Source: an optimization exercise on an open RTL-to-GDS flow (aim: small area, a short achievable clock period and few clock cycles). Production flows keep margins and buffers that such runs may drop.
Only simulation tests tie the RTL to the original design; equivalence was not proved.
Power and IR drop assume default switching activity.

File: design/flow/config.mk
export PLATFORM = sky130hd
export DESIGN_NAME = snn_two_layer_seq
export DESIGN_NICKNAME = snn_two_layer_seq
export VERILOG_FILES = /design/flow/design.v
export SDC_FILE = /design/flow/constraint.sdc
export NUM_CORES = 4
export LEC_CHECK = 0
export CAP_MARGIN = 20
export CORE_AREA = 5 5 425 425
export DIE_AREA = 0 0 430 430
export SLEW_MARGIN = 20
File: design/flow/constraint.sdc
create_clock -name core_clock -period 7.5 [get_ports {clk}]
set_input_delay 1.5000 -clock core_clock [delete_from_list [all_inputs] [get_ports {clk}]]
set_output_delay 1.5000 -clock core_clock [all_outputs]
set_load 0.01 [all_outputs]
File: design/flow/design.v
package snn_pkg;
  localparam int DEF_N_IN       = 25;
  localparam int DEF_N_HID      = 5;
  localparam int DEF_N_OUT      = 2;
  localparam int DEF_W_W        = 8;
  localparam int DEF_MEM_W      = 16;
  localparam int DEF_THRESH     = 64;
  localparam int DEF_LEAK_SHIFT = 3;
  localparam int DEF_T_STEPS    = 8;
  typedef enum logic [2:0] {
    S_IDLE  = 3'd0,
    S_ACC1  = 3'd1,
    S_FIRE1 = 3'd2,
    S_ACC2  = 3'd3,
    S_FIRE2 = 3'd4,
    S_DONE  = 3'd5
  } snn_state_e;
endpackage
import snn_pkg::*;
module snn_lif_neuron #(
  parameter int W_W        = DEF_W_W,
  parameter int MEM_W      = DEF_MEM_W,
  parameter int THRESH     = DEF_THRESH,
  parameter int LEAK_SHIFT = DEF_LEAK_SHIFT
) (
  input  logic           clk,
  input  logic           reset,
  input  logic           acc_en_i,
  input  logic [W_W-1:0] weight_i,
  input  logic           fire_en_i,
  input  logic [W_W-1:0] bias_i,
  output logic           spk_o
);
  function automatic logic signed [31:0] sat_add(input logic signed [31:0] a,
                                                 input logic signed [31:0] b,
                                                 input int mem_w);
    logic signed [32:0] sum;
    logic signed [32:0] hi;
    logic signed [32:0] lo;
    sum = 33'(a) + 33'(b);
    hi  = (33'sd1 <<< (mem_w - 1)) - 33'sd1;
    lo  = -(33'sd1 <<< (mem_w - 1));
    if (sum > hi) begin
      sat_add = hi[31:0];
    end else if (sum < lo) begin
      sat_add = lo[31:0];
    end else begin
      sat_add = sum[31:0];
    end
  endfunction
  logic signed [MEM_W-1:0] mem_q, mem_d;
  logic                    spk_q, spk_d;
  logic signed [W_W-1:0]   w_s;
  logic signed [W_W-1:0]   b_s;
  logic signed [31:0]      fire_sum;
  logic                    fire;
  always_comb begin
    w_s = weight_i;
    b_s = bias_i;
    fire_sum = sat_add(32'(mem_q), 32'(b_s) - 32'(mem_q >>> LEAK_SHIFT), MEM_W);
    fire     = (fire_sum >= 32'(THRESH));
    mem_d = mem_q;
    spk_d = spk_q;
    if (acc_en_i) begin
      mem_d = MEM_W'(sat_add(32'(mem_q), 32'(w_s), MEM_W));
    end else if (fire_en_i) begin
      spk_d = fire;
      if (fire) begin
        mem_d = '0;
      end else begin
        mem_d = fire_sum[MEM_W-1:0];
      end
    end
  end
  always_ff @(posedge clk) begin
    if (reset) begin
      mem_q <= '0;
      spk_q <= 1'b0;
    end else begin
      mem_q <= mem_d;
      spk_q <= spk_d;
    end
  end
  assign spk_o = spk_q;
endmodule
import snn_pkg::*;
module snn_two_layer_seq #(
  parameter int N_IN       = DEF_N_IN,
  parameter int N_HID      = DEF_N_HID,
  parameter int N_OUT      = DEF_N_OUT,
  parameter int W_W        = DEF_W_W,
  parameter int MEM_W      = DEF_MEM_W,
  parameter int THRESH     = DEF_THRESH,
  parameter int LEAK_SHIFT = DEF_LEAK_SHIFT,
  parameter int T_STEPS    = DEF_T_STEPS
) (
  input  logic                        clk,
  input  logic                        reset,
  input  logic                        pulse,
  input  logic [N_IN-1:0]             pixel_spk,
  input  logic [N_IN*N_HID*W_W-1:0]   weights_l1,
  input  logic [N_HID*W_W-1:0]        bias_l1,
  input  logic [N_HID*N_OUT*W_W-1:0]  weights_l2,
  input  logic [N_OUT*W_W-1:0]        bias_l2,
  output logic [N_OUT-1:0]            spk_out_l2,
  output logic                        step_done,
  output logic                        result_valid,
  output logic [((N_OUT > 1) ? $clog2(N_OUT) : 1)-1:0] result_class,
  output logic                        busy,
  output logic                        overrun
);
  localparam int IDX_MAX = (N_IN > N_HID) ? N_IN : N_HID;
  localparam int IDX_W   = (IDX_MAX > 1) ? $clog2(IDX_MAX) : 1;
  localparam int CNT_W   = $clog2(T_STEPS + 1);
  localparam int CLS_W   = (N_OUT > 1) ? $clog2(N_OUT) : 1;
  snn_pkg::snn_state_e state_q;
  logic [IDX_W-1:0]   idx_q;
  logic [N_IN-1:0]    pix_q;
  logic [CNT_W-1:0]   step_q;
  logic [CNT_W-1:0]   cnt_q   [0:N_OUT-1];
  logic               step_done_q;
  logic               result_valid_q;
  logic [CLS_W-1:0]   class_q;
  logic               overrun_q;
  logic [N_HID-1:0]   hid_spk;
  logic [N_OUT-1:0]   out_spk;
  logic               acc1_en, acc2_en, fire1_en, fire2_en;
  logic [W_W-1:0]     w1_sel  [0:N_HID-1];
  logic [W_W-1:0]     w2_sel  [0:N_OUT-1];
  logic [CNT_W-1:0]   cnt_inc [0:N_OUT-1];
  logic [CNT_W-1:0]   best_cnt;
  logic [CLS_W-1:0]   best_idx;
  always_comb begin
    acc1_en  = 1'b0;
    acc2_en  = 1'b0;
    fire1_en = (state_q == S_FIRE1);
    fire2_en = (state_q == S_FIRE2);
    for (int j = 0; j < N_HID; j++) begin
      w1_sel[j] = '0;
    end
    for (int j = 0; j < N_OUT; j++) begin
      w2_sel[j] = '0;
    end
    for (int i = 0; i < N_IN; i++) begin
      if (int'(idx_q) == i) begin
        acc1_en = (state_q == S_ACC1) && pix_q[i];
        for (int j = 0; j < N_HID; j++) begin
          w1_sel[j] = weights_l1[(j*N_IN + i)*W_W +: W_W];
        end
      end
    end
    for (int i = 0; i < N_HID; i++) begin
      if (int'(idx_q) == i) begin
        acc2_en = (state_q == S_ACC2) && hid_spk[i];
        for (int j = 0; j < N_OUT; j++) begin
          w2_sel[j] = weights_l2[(j*N_HID + i)*W_W +: W_W];
        end
      end
    end
  end
  always_comb begin
    for (int j = 0; j < N_OUT; j++) begin
      cnt_inc[j] = cnt_q[j] + CNT_W'(out_spk[j]);
    end
    best_idx = '0;
    best_cnt = cnt_inc[0];
    for (int j = 1; j < N_OUT; j++) begin
      if (cnt_inc[j] > best_cnt) begin
        best_idx = CLS_W'(j);
        best_cnt = cnt_inc[j];
      end
    end
  end
  for (genvar j = 0; j < N_HID; j++) begin : g_hid
    snn_lif_neuron #(
      .W_W       (W_W),
      .MEM_W     (MEM_W),
      .THRESH    (THRESH),
      .LEAK_SHIFT(LEAK_SHIFT)
    ) u_neuron (
      .clk      (clk),
      .reset    (reset),
      .acc_en_i (acc1_en),
      .weight_i (w1_sel[j]),
      .fire_en_i(fire1_en),
      .bias_i   (bias_l1[j*W_W +: W_W]),
      .spk_o    (hid_spk[j])
    );
  end
  for (genvar j = 0; j < N_OUT; j++) begin : g_out
    snn_lif_neuron #(
      .W_W       (W_W),
      .MEM_W     (MEM_W),
      .THRESH    (THRESH),
      .LEAK_SHIFT(LEAK_SHIFT)
    ) u_neuron (
      .clk      (clk),
      .reset    (reset),
      .acc_en_i (acc2_en),
      .weight_i (w2_sel[j]),
      .fire_en_i(fire2_en),
      .bias_i   (bias_l2[j*W_W +: W_W]),
      .spk_o    (out_spk[j])
    );
  end
  always_ff @(posedge clk) begin
    if (reset) begin
      state_q        <= S_IDLE;
      idx_q          <= '0;
      pix_q          <= '0;
      step_q         <= '0;
      step_done_q    <= 1'b0;
      result_valid_q <= 1'b0;
      class_q        <= '0;
      overrun_q      <= 1'b0;
      for (int j = 0; j < N_OUT; j++) begin
        cnt_q[j] <= '0;
      end
    end else begin
      step_done_q    <= 1'b0;
      result_valid_q <= 1'b0;
      if (pulse && (state_q != S_IDLE)) begin
        overrun_q <= 1'b1;
      end
      case (state_q)
        S_IDLE: begin
          if (pulse) begin
            pix_q   <= pixel_spk;
            idx_q   <= '0;
            state_q <= S_ACC1;
          end
        end
        S_ACC1: begin
          if (idx_q == IDX_W'(N_IN - 1)) begin
            idx_q   <= '0;
            state_q <= S_FIRE1;
          end else begin
            idx_q <= idx_q + 1'b1;
          end
        end
        S_FIRE1: begin
          state_q <= S_ACC2;
        end
        S_ACC2: begin
          if (idx_q == IDX_W'(N_HID - 1)) begin
            idx_q   <= '0;
            state_q <= S_FIRE2;
          end else begin
            idx_q <= idx_q + 1'b1;
          end
        end
        S_FIRE2: begin
          state_q <= S_DONE;
        end
        S_DONE: begin
          step_done_q <= 1'b1;
          state_q     <= S_IDLE;
          if (step_q == CNT_W'(T_STEPS - 1)) begin
            result_valid_q <= 1'b1;
            class_q        <= best_idx;
            step_q         <= '0;
            for (int j = 0; j < N_OUT; j++) begin
              cnt_q[j] <= '0;
            end
          end else begin
            step_q <= step_q + 1'b1;
            for (int j = 0; j < N_OUT; j++) begin
              cnt_q[j] <= cnt_inc[j];
            end
          end
        end
        default: begin
          state_q <= S_IDLE;
        end
      endcase
    end
  end
  assign spk_out_l2   = out_spk;
  assign step_done    = step_done_q;
  assign result_valid = result_valid_q;
  assign result_class = class_q;
  assign busy         = (state_q != S_IDLE);
  assign overrun      = overrun_q;
endmodule
File: design/flow/run.sh
#!/bin/bash
# synth_recipe.tcl (not shown) runs the flow's synth.tcl, then flattens the netlist and writes it again
# the make line also repeats each setting of config.mk as NAME=value (left out here)
make -C /OpenROAD-flow-scripts/flow DESIGN_CONFIG=/design/flow/config.mk WORK_HOME=/design/flow/orfs CLKGATE_MAP_FILE= SYNTH_SCRIPT=/design/flow/synth_recipe.tcl finish
==> qor_table.md <==
| Parameter | Reported |
|---|---|
| Outcome | finished clean |
| Core utilization of the finished layout | 27.6% |
| Residual antenna-violating net count after detailed routing | 0 |
| Largest net degree at the start of global routing | 92 |
| Share of layout cells above drive strength 1 | 7.20% |
| Highest attainable clock frequency | 0.139 GHz |
| Chain of cells forming the critical path | nand2_1 -> nor2_1 -> ha_4 -> buf_4 -> buf_4 -> a21oi_1 -> o21ai_0 -> a21oi_1 -> a21oi_1 -> o21ai_0 -> a21oi_1 -> ha_1 -> o21ai_0 -> o211ai_1 -> and2_1 -> a31oi_1 -> o221ai_1 -> a2111oi_1 -> o31a_1 -> a221oi_1 -> a21oi_1 |
| Max-Slew Margin vs Limit | 23.9% |
| Initial cell density of the core | 18.0% |
| Routed WL | 259000 um |
| Total Routing Usage GR | 26.3% |
| Worst clock skew | 0.0162 ns |
| Routed vias | 43000 |
| Path type of the worst setup path | reg2reg |
| Number of rows created at floorplan | 154 |
| Global-route congestion overflow total | 0 |
| Part of the cycle the worst path needs | 95.9% |
| Crit. End Element | register |
| Fraction of registers with async set or reset after synthesis | 0% |
| Average detailed-routed wire length per instance | 32.1 um |
| Syn Area/Cell | 7.07 um2 |
| VDD IR-drop max | 0.000180 V |
| Hold depth | 2 |
| Reg2Reg Launch Point | idx_q[2] |
| IO Pins | 1171 |
| Launch point of the worst path | idx_q[2] |
| Library cell occupying the most area in the post-synthesis netlist | dfxtp_1 |
| Min-Delay Startpoint | pix_q[14] |
| Layout-stage area growth over the synthesis result | 52.8% |
| Top area cells in the synthesized netlist | dfxtp_1 (11%), ha_1 (10%), fa_1 (7.1%) |
| Total area of sequential cells | 3370 um2 |
| TritonCTS clock tree | done |
| Area of the core | 176000 um2 |
| Number of buffers inserted for hold repair after clock tree synthesis | 0 |
| Max Cap Viol | 0 |
| Die extent in y | 430 um |
| Input/output buffers | 1170 |
| Hold worst-path end | pix_q[14] |
| Top library cells by usage in the layout, fill and taps aside | clkdlybuf4s50_1 (1169), inv_1 (448), a21oi_1 (382) |
| Initial antenna violation count | 102 |
| Sequential fraction of the synthesis area | 10.6% |
| Capture point of the worst reg-to-reg path | g_hid[1].u_neuron.mem_q[11] |
| Dpl ws | 0.00274 ns |
| Estimated wirelength of the detail-placed design | 221000 um |
| Class of the tightest hold or removal check | reg2reg |
| Setup repair after global routing missed its margin | no |
| Clock buffer depth | 2 |
| Number of cells traversed by the worst register-to-register path | 21 |
| Reg-to-reg setup timing slack | 0.30 ns |
| Most common cell type on the critical path | a21oi_1 |
| Wire length of the first global-routing pass | 343000 um |
| Synthesized area | 31700 um2 |
| Inserted Clock Buffers | 17 |
| Number of global-route vias before repair | 41400 |
| Synthesis-stage register bit count | 168 |
| Clock period minus final worst setup slack | 7.20 ns |
| Cell area power density | 110 nW/um2 |
| Yosys top cell area share | 10.6% |
| Final std cell area, no fill | 48400 um2 |
| Number of library cell types mapped by synthesis | 105 |
| Root buffer selected by CTS | clkbuf_16 |
| Post-CTS setup buffer count | 0 |
| Max-slew violation count | 0 |
| Final setup TNS | 0 ns |
| Delay of the slowest cell on the worst path | 0.74 ns |
| Multi-input logic area | 26000 um2 |
| Yosys Warn Count | 10 |
| Depth of the CTS H-tree | 4 |
| Total power after layout | 5.34 mW |
| Leak pwr | 18.8 nW |
| Most common cell after layout, fill and taps aside | clkdlybuf4s50_1 |
| Cell type of the slowest stage on the worst timing path | o21ai_0 |
| Prevailing post-synth register cell | dfxtp_1 |
| Number of standard cells after synthesis | 4483 |
| DRC violation count after routing | 0 |
| First-iteration detailed-routing DRC count | 4411 |
| Data required time at the worst endpoint | 7.92 ns |
| Actual transition at the worst max-transition pin | 1.13 ns |
| CP arrival | 7.62 ns |
| Worst-Skew Late Latency | 0.51 ns |
| Count of filler cells inserted in the layout | 19200 |
| Setup-failing EPs final | 0 |
| Layout net count | 7187 |
| Full die area | 185000 um2 |
| Number of synthesized flops with an enable pin | 0 |
| Number of clock sinks | 168 |
| Post-detailed-route via-to-cell ratio | 5.33 |
| Worst Setup Start Kind | register |
| Worst-path clk slew | 0.08 ns |
| Synthesized netlist net count | 6018 |
| Cell area after placement | 47600 um2 |
| Detailed-router iteration count before antenna repair | 6 |
| Die span in x | 430 um |
| Hold Vio Cnt, Final | 0 |
| PnR worst setup slack | 0.305 ns |
| Highest net fanout along the worst path | 31 |
| Final estimated routing congestion in global placement | 0.987 |
[worst max-delay path: cells and delay by family (launching register included)]
family,cells,cell delay (ns)
compound gates,14,4.53
fa+ha+maj,2,0.54
buf+inv,2,0.62
flops,1,0.67
simple gates,3,0.66
[cell usage after synthesis (all sizes together), types with 93 or more instances]
master  count
a21o       93
a21oi     385
a221oi    151
clkbuf    206
dfxtp     168
fa        112
ha        259
inv       448
nand2     366
nor2      335
nor3      111
o21ai     297
o22ai     157
xnor2     118
[layout make-up]
cell class / count / share of cell area (%)
Multi-Input combinational cell: 3595 / 53.6
Timing Repair Buffer: 1422 / 28.3
Sequential cell: 168 / 6.96
Tap cell: 2340 / 6.05
Inverter: 448 / 3.47
Clock buffer: 20 / 0.964
Antenna cell: 61 / 0.315
Clock inverter: 12 / 0.308
[report_power, final]
| part | leakage (nW) | switching, mW | internal (mW) | total (mW) |
|---|---|---|---|---|
| registers | 1.36 | 0.0381 | 0.917 | 0.955 |
| clock network | 0.308 | 0.459 | 0.527 | 0.987 |
| logic | 17.2 | 1.84 | 1.56 | 3.40 |
[worst max path at each step]
stage          cells after the start                     endpoint  slack, ns
2_1_floorplan                     28  g_hid[1].u_neuron.mem_q[10]       1.73
3_3_place_gp                      19  g_hid[1].u_neuron.mem_q[13]      -0.02
3_5_place_dp                      19  g_hid[1].u_neuron.mem_q[11]      0.003
4_1_cts                           21  g_hid[1].u_neuron.mem_q[11]       0.18
5_1_grt                           26  g_hid[1].u_neuron.mem_q[10]       0.05
6_report                          21  g_hid[1].u_neuron.mem_q[11]       0.30
[cell families after synthesis]
family | count (synthesis) | share of synthesized area (%)
flip-flops | 168 | 10.6
multiplexers | 13 | 0.422
buffers and inverters | 720 | 8.72
AND/OR/NAND/NOR | 1210 | 18.4
XOR/XNOR | 175 | 4.86
AO/OA/AOI/OAI | 1824 | 39.7
adder cells (fa/ha/maj) | 373 | 17.4
[what timing repair did]
item | in CTS | in global routing
endpoints found under the setup margin | 2 | 29
resized for setup | 1 | 6
pin swaps | 0 | 1
[metal layers]
layer	GRT usage, %	routed length (um)
met2	43.5	121000
met4	12.9	13800
met1	31.1	101000
met3	7.65	23500
met5	0	181
[stage by stage]
| step | hold slack [ns] | cells |
|---|---|---|
| floorplan | 0.432 | 4483 |
| global placement | 0.449 | 7973 |
| detailed placement | 0.449 | 7973 |
| CTS | 0.459 | 8005 |
| global route | 0.487 | 8037 |
| finish | 0.465 | 8066 |
[state kept, by name, summed over array words and instances (netlist names)]
signal,count
g_hid.u_neuron.spk_q,5
state_q,3
class_q,1
overrun_q,1
g_out.u_neuron.spk_q,2
pix_q,25
idx_q,5
cnt_q,8
result_valid_q,1
step_q,4
g_out.u_neuron.mem_q,32
g_hid.u_neuron.mem_q,80
step_done_q,1
Testbench counts, summed over its fixed seeds: cycles 34,816.

[separate check: timing with driven ports]
Ports are ideal in the flow. The routed layout listed here was re-timed in OpenROAD. Step 1 sets driving cells, clkbuf_16 on the clock port and buf_2 on the other inputs (assumed; they add their load-dependent delay and slew). Step 2 moves the port delays by t, midway between the first and last clock arrival at a register: inputs arrive t later, outputs are due t later. That takes back most of the time a late clock gives input paths. Three values: ideal, step 1, step 2; two values: the first two.
t (ns): 0.567
setup WS [ns]: 0.305 / 0.305 / 0.055
worst setup path at the end: input to register
After both steps this run still meets setup and hold. The setup slack of this run moves by 0.000 ns with the drivers and by -0.250 ns with both steps.
